Context: an optimization exercise on an open-source flow, tuned for small area. The choices shown serve that exercise and are no tape-out recipe. Function was checked by simulation only, so behaviour that the tests miss may differ from the original. No driver is modelled on the clock port, so clocking that relies on it looks cheaper here than on a real chip.

==> wip/pepper: inputs <==
## imageWrite
module imageWrite
(
    input  logic                           HCLK,
    input  logic                           HRESETn,
    input  logic                           hsync,
    input  logic [2*24-1:0] beat,         
    input  logic                           bmpAck,
    output logic [8:0]                     bmpOut,       
    output logic                           writeDone
);
    logic       busy;        
    logic       req;         
    logic       pix;         
    logic [5:0] hcnt;        
    logic [4:0] bcnt;        
    logic       takeBeat;
    logic       relDone;     
    logic       beatSent;    
    assign takeBeat = hsync && !busy && !writeDone;
    assign relDone  = busy && !req && !bmpAck;
    assign beatSent = relDone && pix && (hcnt[2:0] == 3'd5);
    always_ff @(posedge HCLK or negedge HRESETn) begin
        if (!HRESETn) begin
            busy      <= 1'b0;
            req       <= 1'b0;
            pix       <= 1'b0;
            bcnt      <= '0;
            writeDone <= 1'b0;
        end else begin
            writeDone <= takeBeat && (bcnt == 5'd31);
            if (takeBeat || beatSent) begin
                bcnt <= bcnt + 1'b1;
            end
            if (!busy) begin
                if (writeDone) begin
                    busy <= 1'b1;
                    req  <= 1'b1;
                    pix  <= 1'b0;
                end
            end else if (req) begin
                if (bmpAck) begin
                    req <= 1'b0;
                end
            end else if (!bmpAck) begin
                if (!pix) begin
                    req <= 1'b1;
                    if (hcnt == 6'd54 - 6'd1) begin
                        pix  <= 1'b1;
                    end
                end else if (hcnt[2:0] == 3'd5) begin
                    if (bcnt == 5'd31) begin
                        busy <= 1'b0;
                        pix  <= 1'b0;
                    end else begin
                        req  <= 1'b1;
                    end
                end else begin
                    req  <= 1'b1;
                end
            end
        end
    end
    always_ff @(posedge HCLK) begin
        if (!busy) begin
            hcnt <= '0;
        end else if (relDone) begin
            if (pix ? (hcnt[2:0] == 3'd5) : (hcnt == 6'd54 - 6'd1)) begin
                hcnt <= '0;
  ...
==> module pixelCapture, before the edit <==
module pixelCapture
(
    input  logic                           HCLK,
    input  logic                           HRESETn,
    input  logic [2*24-1:0] beat,
    input  logic [4-1:0]         capRowSel,   
    input  logic [4-1:0]         capRowHold,  
    input  logic                           readShift,   
    input  logic                           readHold,    
    input  logic                           byteShift,   
    input  logic                           byteHold,    
    output logic [7:0]                     rdByte
);
    localparam int BW = 2 * 24;
    localparam int NB = (16 / 2);
    localparam int NR = 4;
    logic          phase;
    logic [NR*NB*BW-1:0] st;                             
    logic [BW-1:0]       beatIn;
    always_ff @(posedge HCLK or negedge HRESETn) begin
        if (!HRESETn) begin
            phase <= 1'b0;
        end else begin
            phase <= ~phase;
        end
    end
    assign beatIn = beat ^ {BW{phase}};
    logic [NR-1:0] shift;
    logic [NR-1:0] hold;
    assign shift = capRowSel | {NR{readShift}};
    assign hold  = capRowHold & {NR{readHold}};
    for (genvar r = 0; r < NR; r++) begin : gRow
        for (genvar b = 0; b < NB; b++) begin : gBeat
            localparam int AT = BW * (NB * r + b);
            logic [BW-1:0] q;
            logic [BW-1:0] d;
            if (r == NR-1 && b == NB-1) begin : gEnd
                localparam int LB = BW - 8;
                assign d[LB-1:0] = ~(({LB{hold[r] & byteHold}} & q[LB-1:0])
                                   | ({LB{byteShift}} & q[BW-1:8])
                                   | ({LB{shift[r]}} & st[AT-BW +: LB]));
                assign d[BW-1:LB] = ~(({8{shift[r]}} | q[BW-1:LB]) & ({8{hold[r]}} | st[AT-8 +: 8]));
            end else if (b > 0) begin : gBody
                assign d = ~(({BW{shift[r]}} | q) & ({BW{hold[r]}} | st[AT-BW +: BW]));
            end else if (r == 0) begin : gHead0
                assign d = ~(({BW{shift[r]}} | q) & ({BW{hold[r]}} | beatIn));
            end else begin : gHead
                assign d = ~(({BW{hold[r]}} & q)
                           | ({BW{capRowSel[r]}} & beatIn)
                           | ({BW{readShift}} & st[AT-BW +: BW]));
            end
            always_ff @(posedge HCLK) begin
                q <= d;
            end
            assign st[AT +: BW] = q;
        end
    end
    assign rdByte = st[BW*(NB*NR-1) +: 8] ^ {8{phase}};
endmodule
==> module imageWrite, before the edit <==
module imageWrite
(
    input  logic                           HCLK,
    input  logic                           HRESETn,
    input  logic                           hsync,
    input  logic [2*24-1:0] beat,         
    input  logic                           bmpAck,
    output logic [8:0]                     bmpOut,       
    output logic                           writeDone
);
    logic       busy;        
    logic       req;         
    logic       pix;         
    logic [5:0] hcnt;        
    logic [4:0] bcnt;        
    logic       takeBeat;
    logic       relDone;     
    logic       beatSent;    
    assign takeBeat = hsync && !busy && !writeDone;
    assign relDone  = busy && !req && !bmpAck;
    assign beatSent = relDone && pix && (hcnt[2:0] == 3'd5);
    always_ff @(posedge HCLK or negedge HRESETn) begin
        if (!HRESETn) begin
            busy      <= 1'b0;
            req       <= 1'b0;
            pix       <= 1'b0;
            bcnt      <= '0;
            writeDone <= 1'b0;
        end else begin
            writeDone <= takeBeat && (bcnt == 5'd31);
            if (takeBeat || beatSent) begin
                bcnt <= bcnt + 1'b1;
            end
            if (!busy) begin
                if (writeDone) begin
                    busy <= 1'b1;
                    req  <= 1'b1;
                    pix  <= 1'b0;
                end
            end else if (req) begin
                if (bmpAck) begin
                    req <= 1'b0;
                end
            end else if (!bmpAck) begin
                if (!pix) begin
                    req <= 1'b1;
                    if (hcnt == 6'd54 - 6'd1) begin
                        pix  <= 1'b1;
                    end
                end else if (hcnt[2:0] == 3'd5) begin
                    if (bcnt == 5'd31) begin
                        busy <= 1'b0;
                        pix  <= 1'b0;
                    end else begin
                        req  <= 1'b1;
                    end
                end else begin
                    req  <= 1'b1;
                end
            end
        end
    end
    always_ff @(posedge HCLK) begin
        if (!busy) begin
            hcnt <= '0;
        end else if (relDone) begin
            if (pix ? (hcnt[2:0] == 3'd5) : (hcnt == 6'd54 - 6'd1)) begin
                hcnt <= '0;
            end else begin
                hcnt <= hcnt + 1'b1;
            end
        end
    end
    logic [3:0] capRowSel;
    logic [3:0] capRowHold;
    logic       readShift;
    logic       readHold;
    for (genvar r = 0; r < 4; r++) begin : gRow
        assign capRowSel[r]  = takeBeat && bcnt[4:3] == 2'(r);
        assign capRowHold[r] = !(takeBeat && bcnt[4:3] == 2'(r));
    end
    assign readShift = beatSent;
    logic byteShift;
    logic byteHold;
    assign byteShift = relDone && pix && (hcnt[2:0] != 3'd5);
    assign byteHold  = !(pix && !req && !bmpAck && hcnt[2:0] != 3'd5);
    assign readHold  = !(pix && !req && !bmpAck && hcnt[2:0] == 3'd5);
    logic [7:0] pixByte;
    logic [7:0] headerByte;
    pixelCapture uCapture (
        .HCLK      (HCLK),
        .HRESETn   (HRESETn),
        .beat      (beat),
        .capRowSel (capRowSel),
        .capRowHold(capRowHold),
        .readShift (readShift),
        .readHold  (readHold),
        .byteShift (byteShift),
        .byteHold  (byteHold),
        .rdByte    (pixByte)
    );
    bmpHeaderGen uHeader (
        .headerIdx  (hcnt),
        .headerByte (headerByte)
    );
    assign bmpOut[8]   = req;
    assign bmpOut[7:0] = pix ? pixByte : headerByte;
endmodule
Settings: LEC_CHECK=0, ABC_AREA=1, CAP_MARGIN=0, CELL_PAD_IN_SITES_DETAIL_PLACEMENT=1, CELL_PAD_IN_SITES_GLOBAL_PLACEMENT=1, CORE_MARGIN=2, CORE_UTILIZATION=55, CTS_BUF_LIST=sky130_fd_sc_hd__clkbuf_16, CTS_CLUSTER_DIAMETER=80, CTS_CLUSTER_SIZE=30, PLACE_DENSITY=0.7, SLEW_MARGIN=0; clock period 10.0 ns.
standard.sh (not shown) runs the stock make flow with config.mk's settings and CLKGATE_MAP_FILE= SYNTH_SCRIPT=/design/flow/synth_recipe.tcl, a recipe that flattens the netlist after the stock synthesis.
==> flow/flow/run.sh <==
#!/bin/bash
# Own layout flow: the standard ORFS flow, run from a copy of the ORFS scripts with
#  - an area-oriented ABC mapping script (combinational logic only; registers come from
#    the same dfflibmap step as the standard synthesis),
#  - CTS without dummy loads,
#  - port buffers of the smallest buffer cell.
# Each tool's output goes to a log file in the work folder (and ORFS's own logs under orfs/logs).
set -euo pipefail
W=$PWD
rm -rf "$W/scripts_mod"
cp -r "$FLOW_HOME/scripts" "$W/scripts_mod"
printf 'strash\ndch\n&get -n\n&nf -R 1000\n&put\ntopo\n' > "$W/scripts_mod/abc_area.script"
sed -i 's/  -repair_clock_nets\]/  -repair_clock_nets -dont_use_dummy_load]/' "$W/scripts_mod/cts.tcl"
grep -q -- '-dont_use_dummy_load' "$W/scripts_mod/cts.tcl"
sed -i 's/buffer_ports {\*}\[env_var_or_empty BUFFER_PORTS_ARGS\]/buffer_ports -buffer_cell sky130_fd_sc_hd__buf_1/' "$W/scripts_mod/global_place.tcl"
grep -q -- '-buffer_cell sky130_fd_sc_hd__buf_1' "$W/scripts_mod/global_place.tcl"
bash standard.sh synth "SCRIPTS_DIR=$W/scripts_mod" > "$W/synth.log" 2>&1
bash standard.sh finish "SCRIPTS_DIR=$W/scripts_mod" > "$W/layout.log" 2>&1
test -f "$W/out/final.def"
==> wip/harbor: changes against wip/pepper <==
--- a/flow/design.v
+++ b/flow/design.v
@@ -6,8 +6,6 @@
     input  logic [2*24-1:0] beat,
-    input  logic [4-1:0]         capRowSel,   
-    input  logic [4-1:0]         capRowHold,  
-    input  logic                           readShift,   
-    input  logic                           readHold,    
-    input  logic                           byteShift,   
-    input  logic                           byteHold,    
+    input  logic [4-1:0]         rowShift,    
+    input  logic [4-1:0]         rowHold,     
+    input  logic [1:0]                     rdRow,
+    input  logic [2:0]                     rdByteSel,   
     output logic [7:0]                     rdByte
@@ -16,6 +14,5 @@
     localparam int NB = (16 / 2);
-    localparam int NR = 4;
     logic          phase;
-    logic [NR*NB*BW-1:0] st;                             
-    logic [BW-1:0]       beatIn;
+    logic [BW-1:0] rows [0:4-1][0:NB-1];       
+    logic [BW-1:0] beatIn;
     always_ff @(posedge HCLK or negedge HRESETn) begin
@@ -28,33 +25,13 @@
     assign beatIn = beat ^ {BW{phase}};
-    logic [NR-1:0] shift;
-    logic [NR-1:0] hold;
-    assign shift = capRowSel | {NR{readShift}};
-    assign hold  = capRowHold & {NR{readHold}};
-    for (genvar r = 0; r < NR; r++) begin : gRow
-        for (genvar b = 0; b < NB; b++) begin : gBeat
-            localparam int AT = BW * (NB * r + b);
-            logic [BW-1:0] q;
-            logic [BW-1:0] d;
-            if (r == NR-1 && b == NB-1) begin : gEnd
-                localparam int LB = BW - 8;
-                assign d[LB-1:0] = ~(({LB{hold[r] & byteHold}} & q[LB-1:0])
-                                   | ({LB{byteShift}} & q[BW-1:8])
-                                   | ({LB{shift[r]}} & st[AT-BW +: LB]));
-                assign d[BW-1:LB] = ~(({8{shift[r]}} | q[BW-1:LB]) & ({8{hold[r]}} | st[AT-8 +: 8]));
-            end else if (b > 0) begin : gBody
-                assign d = ~(({BW{shift[r]}} | q) & ({BW{hold[r]}} | st[AT-BW +: BW]));
-            end else if (r == 0) begin : gHead0
-                assign d = ~(({BW{shift[r]}} | q) & ({BW{hold[r]}} | beatIn));
-            end else begin : gHead
-                assign d = ~(({BW{hold[r]}} & q)
-                           | ({BW{capRowSel[r]}} & beatIn)
-                           | ({BW{readShift}} & st[AT-BW +: BW]));
+    always_ff @(posedge HCLK) begin
+        for (int r = 0; r < 4; r++) begin
+            rows[r][0] <= ~(({BW{rowShift[r]}} | rows[r][0]) & ({BW{rowHold[r]}} | beatIn));
+            for (int b = 1; b < NB; b++) begin
+                rows[r][b] <= ~(({BW{rowShift[r]}} | rows[r][b]) & ({BW{rowHold[r]}} | rows[r][b-1]));
             end
-            always_ff @(posedge HCLK) begin
-                q <= d;
-            end
-            assign st[AT +: BW] = q;
         end
     end
-    assign rdByte = st[BW*(NB*NR-1) +: 8] ^ {8{phase}};
+    logic [BW-1:0] outBeat;
+    assign outBeat = rows[rdRow][NB-1];
+    assign rdByte  = outBeat[8*rdByteSel +: 8] ^ {8{phase}};
 endmodule
@@ -121,2 +98,3 @@
             pix       <= 1'b0;
+            hcnt      <= '0;
             bcnt      <= '0;
@@ -133,2 +111,3 @@
                     pix  <= 1'b0;
+                    hcnt <= '0;
                 end
@@ -143,4 +122,8 @@
                         pix  <= 1'b1;
+                        hcnt <= '0;
+                    end else begin
+                        hcnt <= hcnt + 1'b1;
                     end
                 end else if (hcnt[2:0] == 3'd5) begin
+                    hcnt <= '0;
                     if (bcnt == 5'd31) begin
@@ -152,2 +135,3 @@
                 end else begin
+                    hcnt <= hcnt + 1'b1;
                     req  <= 1'b1;
@@ -157,27 +141,13 @@
     end
-    always_ff @(posedge HCLK) begin
-        if (!busy) begin
-            hcnt <= '0;
-        end else if (relDone) begin
-            if (pix ? (hcnt[2:0] == 3'd5) : (hcnt == 6'd54 - 6'd1)) begin
-                hcnt <= '0;
-            end else begin
-                hcnt <= hcnt + 1'b1;
-            end
-        end
+    logic [1:0] capRow;
+    logic [1:0] rdRow;
+    logic [3:0] rowShift;
+    logic [3:0] rowHold;
+    assign capRow = bcnt[4:3];
+    assign rdRow  = ~bcnt[4:3];
+    for (genvar r = 0; r < 4; r++) begin : gRow
+        assign rowShift[r] = (takeBeat && capRow == 2'(r)) || (beatSent && rdRow == 2'(r));
+        assign rowHold[r]  = !(takeBeat && capRow == 2'(r))
+                          && !(pix && !req && !bmpAck && hcnt[2:0] == 3'd5 && rdRow == 2'(r));
     end
-    logic [3:0] capRowSel;
-    logic [3:0] capRowHold;
-    logic       readShift;
-    logic       readHold;
-    for (genvar r = 0; r < 4; r++) begin : gRow
-        assign capRowSel[r]  = takeBeat && bcnt[4:3] == 2'(r);
-        assign capRowHold[r] = !(takeBeat && bcnt[4:3] == 2'(r));
-    end
-    assign readShift = beatSent;
-    logic byteShift;
-    logic byteHold;
-    assign byteShift = relDone && pix && (hcnt[2:0] != 3'd5);
-    assign byteHold  = !(pix && !req && !bmpAck && hcnt[2:0] != 3'd5);
-    assign readHold  = !(pix && !req && !bmpAck && hcnt[2:0] == 3'd5);
     logic [7:0] pixByte;
@@ -188,8 +158,6 @@
         .beat      (beat),
-        .capRowSel (capRowSel),
-        .capRowHold(capRowHold),
-        .readShift (readShift),
-        .readHold  (readHold),
-        .byteShift (byteShift),
-        .byteHold  (byteHold),
+        .rowShift  (rowShift),
+        .rowHold   (rowHold),
+        .rdRow     (rdRow),
+        .rdByteSel (hcnt[2:0]),
         .rdByte    (pixByte)
==> wip/yarrow: changes against wip/pepper <==
--- a/flow/design.v
+++ b/flow/design.v
@@ -6,8 +6,6 @@
     input  logic [2*24-1:0] beat,
-    input  logic [4-1:0]         capRowSel,   
-    input  logic [4-1:0]         capRowHold,  
-    input  logic                           readShift,   
-    input  logic                           readHold,    
-    input  logic                           byteShift,   
-    input  logic                           byteHold,    
+    input  logic [4-1:0]         rowShift,    
+    input  logic [4-1:0]         rowHold,     
+    input  logic [1:0]                     rdRow,
+    input  logic [2:0]                     rdByteSel,   
     output logic [7:0]                     rdByte
@@ -16,6 +14,5 @@
     localparam int NB = (16 / 2);
-    localparam int NR = 4;
     logic          phase;
-    logic [NR*NB*BW-1:0] st;                             
-    logic [BW-1:0]       beatIn;
+    logic [BW-1:0] rows [0:4-1][0:NB-1];       
+    logic [BW-1:0] beatIn;
     always_ff @(posedge HCLK or negedge HRESETn) begin
@@ -28,33 +25,13 @@
     assign beatIn = beat ^ {BW{phase}};
-    logic [NR-1:0] shift;
-    logic [NR-1:0] hold;
-    assign shift = capRowSel | {NR{readShift}};
-    assign hold  = capRowHold & {NR{readHold}};
-    for (genvar r = 0; r < NR; r++) begin : gRow
-        for (genvar b = 0; b < NB; b++) begin : gBeat
-            localparam int AT = BW * (NB * r + b);
-            logic [BW-1:0] q;
-            logic [BW-1:0] d;
-            if (r == NR-1 && b == NB-1) begin : gEnd
-                localparam int LB = BW - 8;
-                assign d[LB-1:0] = ~(({LB{hold[r] & byteHold}} & q[LB-1:0])
-                                   | ({LB{byteShift}} & q[BW-1:8])
-                                   | ({LB{shift[r]}} & st[AT-BW +: LB]));
-                assign d[BW-1:LB] = ~(({8{shift[r]}} | q[BW-1:LB]) & ({8{hold[r]}} | st[AT-8 +: 8]));
-            end else if (b > 0) begin : gBody
-                assign d = ~(({BW{shift[r]}} | q) & ({BW{hold[r]}} | st[AT-BW +: BW]));
-            end else if (r == 0) begin : gHead0
-                assign d = ~(({BW{shift[r]}} | q) & ({BW{hold[r]}} | beatIn));
-            end else begin : gHead
-                assign d = ~(({BW{hold[r]}} & q)
-                           | ({BW{capRowSel[r]}} & beatIn)
-                           | ({BW{readShift}} & st[AT-BW +: BW]));
+    always_ff @(posedge HCLK) begin
+        for (int r = 0; r < 4; r++) begin
+            rows[r][0] <= ~(({BW{rowShift[r]}} | rows[r][0]) & ({BW{rowHold[r]}} | beatIn));
+            for (int b = 1; b < NB; b++) begin
+                rows[r][b] <= ~(({BW{rowShift[r]}} | rows[r][b]) & ({BW{rowHold[r]}} | rows[r][b-1]));
             end
-            always_ff @(posedge HCLK) begin
-                q <= d;
-            end
-            assign st[AT +: BW] = q;
         end
     end
-    assign rdByte = st[BW*(NB*NR-1) +: 8] ^ {8{phase}};
+    logic [BW-1:0] outBeat;
+    assign outBeat = rows[rdRow][NB-1];
+    assign rdByte  = outBeat[8*rdByteSel +: 8] ^ {8{phase}};
 endmodule
@@ -168,16 +145,13 @@
     end
-    logic [3:0] capRowSel;
-    logic [3:0] capRowHold;
-    logic       readShift;
-    logic       readHold;
+    logic [1:0] capRow;
+    logic [1:0] rdRow;
+    logic [3:0] rowShift;
+    logic [3:0] rowHold;
+    assign capRow = bcnt[4:3];
+    assign rdRow  = ~bcnt[4:3];
     for (genvar r = 0; r < 4; r++) begin : gRow
-        assign capRowSel[r]  = takeBeat && bcnt[4:3] == 2'(r);
-        assign capRowHold[r] = !(takeBeat && bcnt[4:3] == 2'(r));
+        assign rowShift[r] = (takeBeat && capRow == 2'(r)) || (beatSent && rdRow == 2'(r));
+        assign rowHold[r]  = !(takeBeat && capRow == 2'(r))
+                          && !(pix && !req && !bmpAck && hcnt[2:0] == 3'd5 && rdRow == 2'(r));
     end
-    assign readShift = beatSent;
-    logic byteShift;
-    logic byteHold;
-    assign byteShift = relDone && pix && (hcnt[2:0] != 3'd5);
-    assign byteHold  = !(pix && !req && !bmpAck && hcnt[2:0] != 3'd5);
-    assign readHold  = !(pix && !req && !bmpAck && hcnt[2:0] == 3'd5);
     logic [7:0] pixByte;
@@ -188,8 +162,6 @@
         .beat      (beat),
-        .capRowSel (capRowSel),
-        .capRowHold(capRowHold),
-        .readShift (readShift),
-        .readHold  (readHold),
-        .byteShift (byteShift),
-        .byteHold  (byteHold),
+        .rowShift  (rowShift),
+        .rowHold   (rowHold),
+        .rdRow     (rdRow),
+        .rdByteSel (hcnt[2:0]),
         .rdByte    (pixByte)
==> impl_metrics.ini <==
[timing]
fin_ws_ns = 4.76

[detailed_routing]
routed_via_density = 6.49

[cells_and_area]
nNonClkBuffers = 88
layout.nonclk_buf_frac = 0.0121

[outcome]
outcome = no timing/DRC/antenna violations

[critical_path]
crit_path_max_fanout = 91
path_cells = buf_1 -> and2_0 -> nand2_1 -> nor2_4 -> buf_4 -> or2_4 -> buf_4 -> o22ai_1
path_buf_inv = 3

[synth]
netlist_top_cells_area = dfxtp_1 72%, o22ai_1 20%, a222oi_1 4.3%

[power_and_ir_drop]
p_comb_mw = 1.84
p_clk_mw = 2.76

[floorplan]
start_util = 0.552

[hold_path]
hold_start = uCapture.gRow[1].gBeat[5].q[17]
the above is filed under wip/pepper

==> impl_metrics.ini <==
[floorplan]
start_util = 0.555

[power_and_ir_drop]
p_comb_mw = 0.448
p_clk_mw = 2.79

[detailed_routing]
routed_via_density = 6.66

[cells_and_area]
nNonClkBuffers = 100
layout.nonclk_buf_frac = 0.0128
top_regs = uCapture.rows: 1536 flops, hcnt: 6 flops, bcnt: 5 flops

[timing]
fin_ws_ns = 3.98

[critical_path]
path_buf_inv = 3
critPathCapture = bmpOut[5]
path_cells = and2_2 -> buf_4 -> buf_4 -> a222oi_1 -> a221o_1 -> a21oi_1 -> nor2_1 -> o21ai_0 -> buf_1

[outcome]
outcome = no timing/DRC/antenna violations

[hold_path]
hold_start = uCapture.rows[18][44]
the above is filed under wip/harbor

==> impl_metrics.ini <==
[cells_and_area]
nNonClkBuffers = 100
layout.nonclk_buf_frac = 0.0121

[hold_path]
hold_start = uCapture.rows[0][11]

[synth]
netlist_top_cells_area = dfxtp_1 72%, o22ai_1 22%, a222oi_1 1.1%

[floorplan]
start_util = 0.555

[outcome]
outcome = no timing/DRC/antenna violations

[critical_path]
crit_path_max_fanout = 28
path_buf_inv = 2
path_cells = nor2b_4 -> buf_4 -> a222oi_1 -> a221oi_1 -> nor3_1 -> or3_1 -> a32o_1 -> buf_1

[power_and_ir_drop]
p_clk_mw = 2.80
p_comb_mw = 1.11

[detailed_routing]
routed_via_density = 6.63
the above is filed under wip/yarrow

re-timing with driven ports:
In the flow no input, the clock included, has a driving cell. The finished layouts below were timed again as built, in two steps. Step 1: set_driving_cell puts a clkbuf_16 on HCLK and a buf_2 on each other input, an assumption about the parent block. Step 2 also shifts input and output timing later by t, the mid clock arrival at the registers, as if the neighbouring blocks saw the same clock. Three values: no drivers, after step 1, after step 2; two values: the first two.
| run | t (ns) | setup WS [ns] | hold slack, ns | latest minus earliest clock arrival (ns) |
|---|---|---|---|---|
| wip/pepper | 0.709 | 4.756 / 4.792 / 4.083 | 0.433 / 0.433 / 0.433 | 0.042 / 0.043 |
| wip/harbor | 0.720 | 3.978 / 3.905 / 4.407 | 0.437 / 0.437 / 0.437 | 0.049 / 0.049 |
| wip/yarrow | 0.726 | 3.980 / 3.912 / 4.638 | 0.419 / 0.419 / 0.419 | 0.035 / 0.035 |
After both steps every run listed still meets setup and hold. The setup slack of wip/pepper, which loses most, moves by +0.036 ns with the drivers and by -0.673 ns with both steps.
